This design comes from an exercise in tuning for small area, a short achievable clock period and few clock cycles per item on the open sky130 flow, not from production work.
At most, simulation tests tie the RTL to the original design; equivalence was not proved.

try-indigo:
==> flow/design.v (excerpt) <==
module xtea_core (
    input  logic         clock,
    input  logic         reset_n,
    input  logic         in_valid,
    output logic         in_ready,
    input  logic         mode,
    input  logic [31:0]  data_in1,
    input  logic [31:0]  data_in2,
    input  logic [127:0] key_in,
    output logic         out_valid,
    input  logic         out_ready,
    output logic [31:0]  data_out1,
    output logic [31:0]  data_out2,
    output logic         busy
);
    localparam logic [31:0] DELTA   = 32'h9E3779B9;
    logic         prep;     
    logic         run;      
    logic         full;     
    logic         nrdy;     
    logic         ph;       
    logic         mode_q;
    logic [31:0]  x;
    logic [31:0]  y;
    logic [5:0]   n;        
    logic [31:0]  kk;       
    logic [127:0] key_q;
    logic         idle;
    logic         prep_nx;
    logic         run_nx;
    logic         full_nx;
    logic         idle_nx;
    logic         accept;
    logic         last;
    logic         fin_dec;
    logic [1:0]   idx;      
    logic [5:0]   n_nx;
    logic         ph_nx;
    logic [1:0]   idx_nx;
    logic [31:0]  sum;      
    logic [31:0]  sums [33];
    logic [31:0]  kw;
    logic [31:0]  mx;
    logic [31:0]  y_new;
    function automatic logic [31:0] add_bk(input logic [31:0] a, input logic [31:0] b,
                                           input logic cin);
        logic [32:0] gg;
        logic [32:0] pp;
        logic [31:0] p;
        p  = a ^ b;
        gg = {a & b, cin};
        pp = {p, 1'b0};
        for (int d = 1; d < 33; d = d * 2) begin
  ...
For scale: roughly 1700 cells after synthesis, roughly 260 I/O pins.
==> module xtea_core, before the edit <==
module xtea_core (
    input  logic         clock,
    input  logic         reset_n,
    input  logic         in_valid,
    output logic         in_ready,
    input  logic         mode,
    input  logic [31:0]  data_in1,
    input  logic [31:0]  data_in2,
    input  logic [127:0] key_in,
    output logic         out_valid,
    input  logic         out_ready,
    output logic [31:0]  data_out1,
    output logic [31:0]  data_out2,
    output logic         busy
);
    localparam logic [31:0] DELTA   = 32'h9E3779B9;
    logic         prep;     
    logic         run;      
    logic         full;     
    logic         nrdy;     
    logic         ph;       
    logic         mode_q;
    logic [31:0]  x;
    logic [31:0]  y;
    logic [5:0]   n;        
    logic [31:0]  kk;       
    logic [127:0] key_q;
    logic         idle;
    logic         prep_nx;
    logic         run_nx;
    logic         full_nx;
    logic         idle_nx;
    logic         accept;
    logic         last;
    logic         fin_dec;
    logic [1:0]   idx;      
    logic [5:0]   n_nx;
    logic         ph_nx;
    logic [1:0]   idx_nx;
    logic [31:0]  sum;      
    logic [31:0]  sums [33];
    logic [31:0]  kw;
    logic [31:0]  mx;
    logic [31:0]  y_new;
    function automatic logic [31:0] add_bk(input logic [31:0] a, input logic [31:0] b,
                                           input logic cin);
        logic [32:0] gg;
        logic [32:0] pp;
        logic [31:0] p;
        p  = a ^ b;
        gg = {a & b, cin};
        pp = {p, 1'b0};
        for (int d = 1; d < 33; d = d * 2) begin
            for (int i = 2 * d - 1; i < 33; i = i + 2 * d) begin
                gg[i] = gg[i] | (pp[i] & gg[i - d]);
                pp[i] = pp[i] & pp[i - d];
            end
        end
        for (int d = 16; d >= 1; d = d / 2) begin
            for (int i = 3 * d - 1; i < 33; i = i + 2 * d) begin
                gg[i] = gg[i] | (pp[i] & gg[i - d]);
                pp[i] = pp[i] & pp[i - d];
            end
        end
        add_bk = p ^ gg[31:0];
    endfunction
    assign idle      = !prep && !run;
    assign in_ready  = !nrdy;
    assign accept    = in_valid && in_ready;
    assign out_valid = full;
    assign busy      = prep || run || full;
    for (genvar i = 0; i < 33; i++) begin : g_sum
        assign sums[i] = 32'(i * DELTA);
    end
    assign sum = sums[n];
    always_comb begin
        if (idle) begin
            n_nx   = mode ? 6'd32 : 6'd0;
            ph_nx  = 1'b0;
            idx_nx = mode ? sums[32][12:11] : sums[0][1:0];
        end else begin
            n_nx   = ph ? n : (mode_q ? n - 6'd1 : n + 6'd1);
            ph_nx  = !ph;
            idx_nx = (ph_nx ^ mode_q) ? sums[n_nx][12:11] : sums[n_nx][1:0];
        end
    end
    always_comb begin
        case (idx)
            2'd0:    kw = key_q[127:96];
            2'd1:    kw = key_q[95:64];
            2'd2:    kw = key_q[63:32];
            default: kw = key_q[31:0];
        endcase
    end
    assign mx    = ((y << 4) ^ (y >> 5)) + y;
    assign y_new = x + (mx ^ kk) + {31'd0, mode_q};
    assign last    = !ph && (mode_q ? (n == 6'd0) : n[5]);
    assign fin_dec = last && mode_q;
    assign prep_nx = accept;
    assign run_nx  = prep || (run && !last);
    assign full_nx = (run && last) || (full && !out_ready);
    assign idle_nx = !prep_nx && !run_nx;
    always_ff @(posedge clock or negedge reset_n) begin
        if (!reset_n) begin
            prep   <= 1'b0;
            run    <= 1'b0;
            full   <= 1'b0;
            nrdy   <= 1'b0;
        end else begin
            prep   <= prep_nx;
            run    <= run_nx;
            full   <= full_nx;
            nrdy   <= !(idle_nx && !full_nx);
        end
    end
    always_ff @(posedge clock) begin
        if (accept) begin
            x      <= data_in1;
            y      <= data_in2;
            mode_q <= mode;
        end else if (prep) begin
            if (mode_q) begin
                x <= y;
                y <= x;
            end
        end else if (run) begin
            x <= fin_dec ? y_new : y;
            if (!fin_dec) y <= y_new;
        end
        if (idle) key_q <= key_in;
        n   <= n_nx;
        ph  <= ph_nx;
        idx <= idx_nx;
        kk <= add_bk(sum, kw, 1'b0) ^ {32{mode_q}};
    end
    assign data_out1 = x;
    assign data_out2 = y;
endmodule
export LEC_CHECK = 0
export CAP_MARGIN = 20
export CORE_MARGIN = 2
export CORE_UTILIZATION = 40
export SLEW_MARGIN = 20
create_clock -name core_clock -period 12.0 [get_ports {clock}]
standard.sh (not shown) runs the stock make flow with config.mk's settings and CLKGATE_MAP_FILE= SYNTH_SCRIPT=/design/flow/synth_recipe.tcl, a recipe that flattens the netlist after the stock synthesis.
==> flow/flow/run.sh <==
#!/bin/bash
# Layout flow: the standard flow with these changes:
# - synthesis: the standard flow's synthesis script (flow/synth.tcl) with ABC mapping by flow/map.abc,
#   run into syn/; its netlist is then handed to the standard flow as SYNTH_NETLIST_FILES;
# - the ports are buffered by the smallest buffer cell (buf_1);
# - clock tree synthesis adds no dummy loads and uses clkbuf_8;
# - timing repair aims at a setup slack of SETUP_SLACK_MARGIN.
# Logs: synth.log (synthesis make output), flow.log (the standard flow's make output), and
# ORFS's per-step logs under syn/logs and orfs/logs.
set -euo pipefail
here=$(pwd)
export FLOW_ABC_SCRIPT=$here/flow/map.abc
make -C "$FLOW_HOME" DESIGN_CONFIG="$here/config.mk" WORK_HOME="$here/syn" CLKGATE_MAP_FILE= \
  SYNTH_SCRIPT="$here/flow/synth.tcl" synth > synth.log 2>&1
export SYNTH_NETLIST_FILES=$here/syn/results/$FLOW_PLATFORM/xtea_core/base/1_2_yosys.v
export BUFFER_PORTS_ARGS="-buffer_cell sky130_fd_sc_hd__buf_1"
export CTS_ARGS="-sink_clustering_enable -repair_clock_nets -dont_use_dummy_load -buf_list {sky130_fd_sc_hd__clkbuf_8} -sink_clustering_size 14 -sink_clustering_max_diameter 80"
export SETUP_SLACK_MARGIN=7.3
bash standard.sh > flow.log 2>&1
==> flow/flow/map.abc <==
&get -n
&st
&dch
&nf {D}
&put
buffer
upsize {D}
dnsize {D}
==> flow/flow/synth.tcl <==
# The standard flow's synthesis script (synth_recipe.tcl) with one change: Yosys's abc calls map the logic
# with the ABC script named by $::env(FLOW_ABC_SCRIPT) instead of ORFS's abc_speed.script.
proc synth {args} { yosys synth -nofsm -noshare {*}$args }
proc abc {args} {
  set i [lsearch -exact $args -script]
  if {$i >= 0} {
    set args [lreplace $args $i [expr {$i + 1}] -script $::env(FLOW_ABC_SCRIPT)]
  }
  yosys abc {*}$args
}
source $::env(SCRIPTS_DIR)/synth.tcl
# left out here: clear keep_hierarchy, flatten, clean up, hide names made inside functions, write 1_2_yosys.v
Here is what was changed in the inputs of try-maple compared with try-indigo.
-- flow/design.v --
<<< try-indigo, line 94
    end
    assign mx    = ((y << 4) ^ (y >> 5)) + y;
    assign y_new = x + (mx ^ kk) + {31'd0, mode_q};
    assign last    = !ph && (mode_q ? (n == 6'd0) : n[5]);
    assign fin_dec = last && mode_q;
>>> try-maple, line 94
    end
    assign mx    = ((y << 4) ^ (y >> 5)) + y;
    assign y_new = x + (mx ^ kk ^ {32{mode_q}}) + {31'd0, mode_q};
    assign last    = !ph && (mode_q ? (n == 6'd0) : n[5]);
    assign fin_dec = last && mode_q;
<<< try-indigo, line 115
    end
    always_ff @(posedge clock) begin
        if (accept) begin
            x      <= data_in1;
            y      <= data_in2;
            mode_q <= mode;
        end else if (prep) begin
            if (mode_q) begin
                x <= y;
                y <= x;
            end
        end else if (run) begin
            x <= fin_dec ? y_new : y;
            if (!fin_dec) y <= y_new;
        end
        if (idle) key_q <= key_in;
>>> try-maple, line 115
    end
    always_ff @(posedge clock) begin
        if (run) begin
            x <= fin_dec ? y_new : y;
            if (!fin_dec) y <= y_new;
        end else if (accept) begin
            x      <= data_in1;
            y      <= data_in2;
            mode_q <= mode;
        end else if (prep && mode_q) begin
            x <= y;
            y <= x;
        end
        if (idle) key_q <= key_in;
<<< try-indigo, line 132
        ph  <= ph_nx;
        idx <= idx_nx;
        kk <= add_bk(sum, kw, 1'b0) ^ {32{mode_q}};
    end
    assign data_out1 = x;
>>> try-maple, line 130
        ph  <= ph_nx;
        idx <= idx_nx;
        kk <= add_bk(sum, kw, 1'b0);
    end
    assign data_out1 = x;
The lower number of resized instances in the post-cts repair step of try-indigo and try-maple is in try-maple.
Against try-indigo, register-to-register slack in try-maple came out better.
Detailed-route wire length per cell, try-indigo and try-maple, lower one = try-indigo.
Diff try-indigo -> try-maple: final critical-path required period lost 0.035 ns; sequential share of layout area now sits higher.
try-maple gives less growth of design area from synthesis to finish than try-indigo did.
Placed instance count in try-maple vs try-indigo: down 3.1%
Re via count of the first global-routing pass: try-indigo and try-maple aren't equal, and the higher value belongs to try-indigo.
On post-detailed-routing wire length: try-maple sits below try-indigo.
Testbench counts of try-maple, summed over its fixed seeds: cycles 25,728, items 384.
Only the layout flow was run in try-indigo; the RTL was not checked for function there.

==> static timing again, ports no longer ideal <==
How much do the figures lean on ideal ports? The routed layouts below were timed once more, with nothing changed but the port constraints. Step 1 (the two cells are an assumption about what drives the block):
set clk [get_ports {clock}]
set_driving_cell -lib_cell sky130_fd_sc_hd__clkbuf_16 $clk
set_driving_cell -lib_cell sky130_fd_sc_hd__buf_2 [delete_from_list [all_inputs] $clk]
Step 2, shift: input delay + t, output delay - t, t = (earliest + latest rising clock arrival at the registers) / 2. This alone moves slack from input paths to output paths. Slacks: no drivers / after step 1 / after step 2; pairs: no drivers / after step 1.
run	t (ns)	slack for setup (ns)	worst hold slack (ns)	worst data-port slew with drivers (ns)
try-indigo	0.619	7.385 / 7.385 / 7.385	0.583 / 0.583 / 0.583	0.07
try-maple	0.622	7.419 / 7.419 / 7.419	0.481 / 0.481 / 0.481	0.05
After both steps every run listed still meets setup and hold.
